This is an optimization exercise on Yosys and OpenROAD, whose aim is small area, a short achievable clock period and few clock cycles, not a production implementation.
Function was checked by simulation only, so behaviour that the tests miss may differ from the original.

==> flow/design.v, too long to show whole: its modules and the start of the top module <==
// module competitive_node_distance_adapt: 3192 lines
module competitive_node_distance_adapt (
    input  logic                  clk,
    input  logic                  rst_n,
    input  logic                  cfg_we,
    input  logic [15:0]           cfg_wdata,
    input  logic                  in_valid,
    output logic                  in_stall,
    input  logic [40:0]           in_data,
    output logic                  out_valid,
    input  logic                  out_stall,
    output logic [34:0]           out_data
);
  // ...
==> flow/run.sh <==
#!/bin/bash
# synth_recipe.tcl (not shown) runs the flow's synth.tcl, then flattens the netlist and writes it again
# the make line also repeats each setting of config.mk as NAME=value (left out here)
make -C /OpenROAD-flow-scripts/flow DESIGN_CONFIG=/design/flow/config.mk WORK_HOME=/design/flow/orfs CLKGATE_MAP_FILE= SYNTH_SCRIPT=/design/flow/synth_recipe.tcl finish
==> flow/config.mk <==
export PLATFORM = sky130hd
export DESIGN_NAME = competitive_node_distance_adapt
export DESIGN_NICKNAME = competitive_node_distance_adapt
export VERILOG_FILES = /design/flow/design.v
export SDC_FILE = /design/flow/constraint.sdc
export NUM_CORES = 4
export LEC_CHECK = 0
export CAP_MARGIN = 20
export CORE_MARGIN = 2
export CORE_UTILIZATION = 40
export SETUP_SLACK_MARGIN = 5
export SLEW_MARGIN = 20
export TNS_END_PERCENT = 100
==> flow/constraint.sdc <==
create_clock -name core_clock -period 12.0 [get_ports {clk}]
set_input_delay 2.4000 -clock core_clock [delete_from_list [all_inputs] [get_ports {clk}]]
set_output_delay 2.4000 -clock core_clock [all_outputs]
set_load 0.01 [all_outputs]
==> summary.md, run 1 <==
| Metric | Value |
|---|---|
| Area of the multi-input gates | `42,800 um2` |
| Post-Route M1 WL | `96.0 mm` |
| R2r worst-path depth | `21` |
| Period minus WS final | `6620 ps` |
| Crit path launch type | `flop` |
| DIE HEIGHT | `447 um` |
| Largest net degree at the start of global routing | `195` |
| Row Count | `162` |
| Hold Buf Count CTS | `0` |
| Htree depth | `4` |
| DRC Markers | `0` |
| Worst-margin pin slew | `1240 ps` |
| Fmax | `0.151 GHz` |
| CP endpoint | `in_stall` |
| Post-synthesis sequential area ratio | `0.407` |
| Endpoints failing hold | `0` |
| Most frequently used flop master after synthesis | `dfrtp_1` |
| Outcome | `no timing/DRC/antenna violations` |
| Layout Cells excl Fill | `10,400` |
| Library cells used by synthesis | `95` |
| Proportion of synthesized flip-flops having asynchronous set or reset | `0.490` |
| Final setup margin | `5380 ps` |
| I/O pin total | `99` |
| Top Metal Used | `met5` |
| Post-Synthesis Cells | `7,833` |
| CP peak stage delay | `750 ps` |
| # setup viols final | `0` |
| Met2 wire len | `104 mm` |
| Skew-Pair Late Insertion Delay | `800 ps` |
| Tap cells | `2,624` |
| ANT cells | `6` |
| Routed vias | `58,800` |
| Worst R2R Start | `a_cnt[2]$_DFFE_PN0P_` |
| Max Cap Violations | `0` |
| Number of global-route vias before repair | `58,600` |
| Crit path max-delay cell type | `dfrtp_1` |
Testbench counts, summed over its fixed seeds: cycles 4,901.
==> run 2, diff against run 1 <==
==> flow/flow/run.sh (new file) <==
#!/bin/bash
# Standard layout, with timing repair aiming at 7 ns of setup slack and no dummy clock loads.
set -euo pipefail
bash standard.sh SETUP_SLACK_MARGIN=7 \
  CTS_ARGS="-sink_clustering_enable -repair_clock_nets -dont_use_dummy_load" \
  finish > flow_make.log 2>&1
==> flow/standard.sh (new file) <==
#!/bin/bash
# synth_recipe.tcl (not shown) runs the flow's synth.tcl, then flattens the netlist and writes it again
# the make line also repeats each setting of config.mk as NAME=value (left out here)
make -C /OpenROAD-flow-scripts/flow DESIGN_CONFIG=/design/flow/config.mk WORK_HOME=/design/flow/orfs CLKGATE_MAP_FILE= SYNTH_SCRIPT=/design/flow/synth_recipe.tcl "${@:-finish}"
--- a/flow/config.mk
+++ b/flow/config.mk
@@ -8,6 +8,5 @@
 export CAP_MARGIN = 20
 export CORE_MARGIN = 2
 export CORE_UTILIZATION = 40
-export SETUP_SLACK_MARGIN = 5
 export SLEW_MARGIN = 20
 export TNS_END_PERCENT = 100
removed: flow/run.sh
==> run 2 against run 1 <==
Effect of this change: critical path depth rose by 10; global-route usage rose by 0.82 points; fmax is 21% higher; largest cell class unchanged.
==> summary.md, run 2 <==
| Metric | Value |
|---|---|
| Library cells used by synthesis | `95 (unchanged)` |
| Fmax | `0.182 GHz (+21%)` |
| Routed vias | `60,100 (+2.2%)` |
| Fillcell total | `18,200` |
| Slew headroom | `0.237` |
| Initial antenna violation count | `4` |
| Final core utilization | `0.459` |
| DPL Wire Length | `155 mm` |
| DR vias/cell | `5.69` |
| Most used cell, CP | `fa_1` |
| Clock root buffer | `clkbuf_16` |
| Initial drt markers | `5,375` |
| DIE HEIGHT | `447 um (unchanged)` |
| Synth-to-layout area growth | `13.9%` |
| Synth Register Bits | `1,332` |
| WL per Instance | `22.3 um` |
| Hold WC Path Type | `flop to flop` |
| Syn avg cell area | `10.0 um2` |
| EDFF count, synth | `200` |
| Die X | `447 um` |
| Proportion of synthesized flip-flops having asynchronous set or reset | `0.490 (unchanged)` |
| Crit path kind | `flop to flop` |
| Final Skew | `154 ps` |
| # setup viols final | `0 (unchanged)` |
| Outcome | `no timing/DRC/antenna violations` |
| Crit path max-delay cell type | `fa_1` |
| Post-Synthesis Cells | `7,833 (unchanged)` |
| Worst path required time | `12,700 ps` |
| CP cell instances | `a22oi_2 -> xnor2_2 -> fa_1 -> fa_1 -> fa_1 -> fa_1 -> ha_4 -> a21o_1 -> a21o_1 -> a21oi_2 -> o21ai_2 -> o311ai_2 -> o211ai_1 -> a41o_1 -> a311o_1 -> o31a_1 -> a21oi_2 -> xnor2_1` |
| Period minus WS final | `5490 ps (-1130 ps)` |
| Min Hold Slack | `257 ps` |
| ANT nets after route | `0` |
| Met2 usage | `0.375` |
| Largest net degree at the start of global routing | `123 (-37%)` |
| Critical Path AT | `6180 ps` |
| Commonest non-fill, non-tap cell in the layout | `nand2_1` |
| Layout cell share with drive strength beyond 1 | `0.150` |
| Max clock buf depth | `3` |
| Met1 Track Usage GR | `0.303` |
| Slew Viols, Final | `0` |
| Yosys Warn Count | `8` |
| Crit-path max FO | `5` |
| Final-stage net count | `8,734` |
| Count leader, synth | `nand2_1` |
| Core area | `195,000 um2` |
| Endpoint type of the worst setup path | `flop` |
| Number of global-route vias before repair | `59,800 (+2.0%)` |
| Post-synth top area cell | `dfrtp_1` |
| Post-synthesis sequential area ratio | `0.407 (unchanged)` |
| Most frequently used flop master after synthesis | `dfrtp_1` |
| Skew-Pair Late Insertion Delay | `870 ps (+70 ps)` |
| Yosys top cell area share | `0.206` |
| Met3 usage | `0.0371` |
| PortBufs | `96` |
| Main area contributors after synthesis | `dfrtp_1, dfxtp_1, fa_1, edfxtp_1, ha_1` |
| Final Wtd Congestion | `0.907` |
| GR peak layer | `met2` |
| Drt first pass iters | `6` |
| CTS Buf Count | `150` |
| Row Count | `162 (unchanged)` |
| Grt ovf | `0` |
| Worst-margin pin slew | `1140 ps (-99.8 ps)` |
| Commonest non-fill, non-tap cells in the layout | `nand2_1, dfrtp_1, o21ai_0` |
| Setup TNS | `0 ps` |
| RSZ-0062 raised after global routing | `yes` |
| Max Cap Violations | `0 (unchanged)` |
| DIE AREA | `200,000 um2` |
| Top flop regs | `smp (256), wgt (256), p_val (80)` |
| Synth top cells by count | `nand2_1, dfrtp_1, o21ai_0` |
| Tcrit/Tclk final | `0.457` |
| Reg clk slew, reported paths | `60 ps` |
| CP peak stage delay | `560 ps (-190 ps)` |
| Global-route usage over all layers | `0.232` |
| TritonCTS clock tree | `built` |
| Htree depth | `4 (unchanged)` |
| I/O pin total | `99 (unchanged)` |
| Sink Count | `1,332` |
| Syn Std Cell Area | `78,500 um2` |
| Crit path launch type | `flop` |
| First-pass GRT wire length | `359 mm` |
| Initial Utilization | `0.403` |
| Endpoints failing hold | `0 (unchanged)` |
| Final WL | `236 mm` |
| DRC Markers | `0 (unchanged)` |
run 2: cell counts after synthesis:
No cell type changed its count.
run 2: cells by family after synthesis:
kind of cell	synth area share
multiplexers	0.0604
buffers and inverters	0.0502
AO/OA/AOI/OAI	0.161
AND/OR/NAND/NOR	0.108
adder cells (fa/ha/maj)	0.148
XOR/XNOR	0.0655
other	0.0000478
flip-flops	0.407
run 2: area by class of cell:
cell class | count | area [um2] | share of cell area
diodes | 1 | 2.50 | 0.0000280
clock buffers | 150 | 3750 | 0.0420
inverters | 527 | 2000 | 0.0223
multi-input cells | 5467 | 43900 | 0.491
flip-flops and latches | 1332 | 32100 | 0.358
well taps | 2624 | 3280 | 0.0367
repair buffers | 470 | 4450 | 0.0497
repair inverters | 1 | 5.00 | 0.0000560
run 2: path summary, 6_finish.rpt:
| path | startpoint | endpoint | slack, ps | cells after the start |
|---|---|---|---|---|
| worst max register to register | a_Rb[4]$_DFFE_PP_ | e2_n[15]$_DFF_P_ | 6510 | 18 |
| max in group asynchronous | rst_n | smp[9][1]$_DFFE_PN0P_ | 8010 | 3 |
| worst min register to register | e1_w[10]$_DFF_P_ | e2_w[10]$_DFF_P_ | 260 | 0 |
| min in group asynchronous | rst_n | smp[15][8]$_DFFE_PN0P_ | 1670 | 1 |
| worst min-delay path | e1_w[10]$_DFF_P_ | e2_w[10]$_DFF_P_ | 260 | 0 |
| worst max-delay path | a_Rb[4]$_DFFE_PP_ | e2_n[15]$_DFF_P_ | 6510 | 18 |
run 2: what timing repair did:
item | 4_1_cts | 5_1_grt
buffers inserted | 169 | 71
pin swaps | 57 | 99
endpoints found under the setup margin | 296 | 161
gates cloned | 5 | 3
gates resized for setup | 190 | 180
hold buffers | 0 | 0
run 2: critical path, delay by kind of cell (launching register included):
family                     cells  cell delay [ps]
AOI/OAI and AO/OA             11             2380
adders and majority gates      5             2320
DFF                            1              500
xor gates and xnor gates       2              210
run 2: metrics by stage:
step | cells | setup WS (ps) | area, um2
after floorplan | 7834 | 6760 | 78900
after global placement | 10200 | 5880 | 82100
after detailed placement | 10200 | 5710 | 82100
after CTS | 10500 | 6390 | 88100
after global routing | 10600 | 6270 | 89400
final | 10600 | 6510 | 89400
run 2: routing by layer:
| metal | share of wire | routed length [um] |
|---|---|---|
| met5 | 0.000047 | 11 |
| met4 | 0.052 | 12300 |
| met3 | 0.070 | 16600 |
| met2 | 0.46 | 109000 |
| met1 | 0.41 | 97800 |

[static timing again, ports no longer ideal]
The results above use ideal ports. As a check the final layouts listed here were re-extracted and re-timed, cells and wires unchanged. Step 1 (the two cells are an assumption about what drives the block):
set clk [get_ports {clk}]
set_driving_cell -lib_cell sky130_fd_sc_hd__clkbuf_16 $clk
set_driving_cell -lib_cell sky130_fd_sc_hd__buf_2 [delete_from_list [all_inputs] $clk]
Step 2 moves the port delays by t, midway between the first and last clock arrival at a register: inputs arrive t later, outputs are due t later. That takes back most of the time a late clock gives input paths. a / b / c = ideal ports / drivers / drivers and shift; a / b = the first two.
run	t (ns)	setup slack, ns	worst setup path after step 2	latest minus earliest clock arrival (ns)
run 1	0.868	5.383 / 5.296 / 5.584	register to register	0.039 / 0.040
run 2	0.876	6.515 / 6.515 / 6.515	register to register	0.154 / 0.154
After both steps every run listed still meets setup and hold.
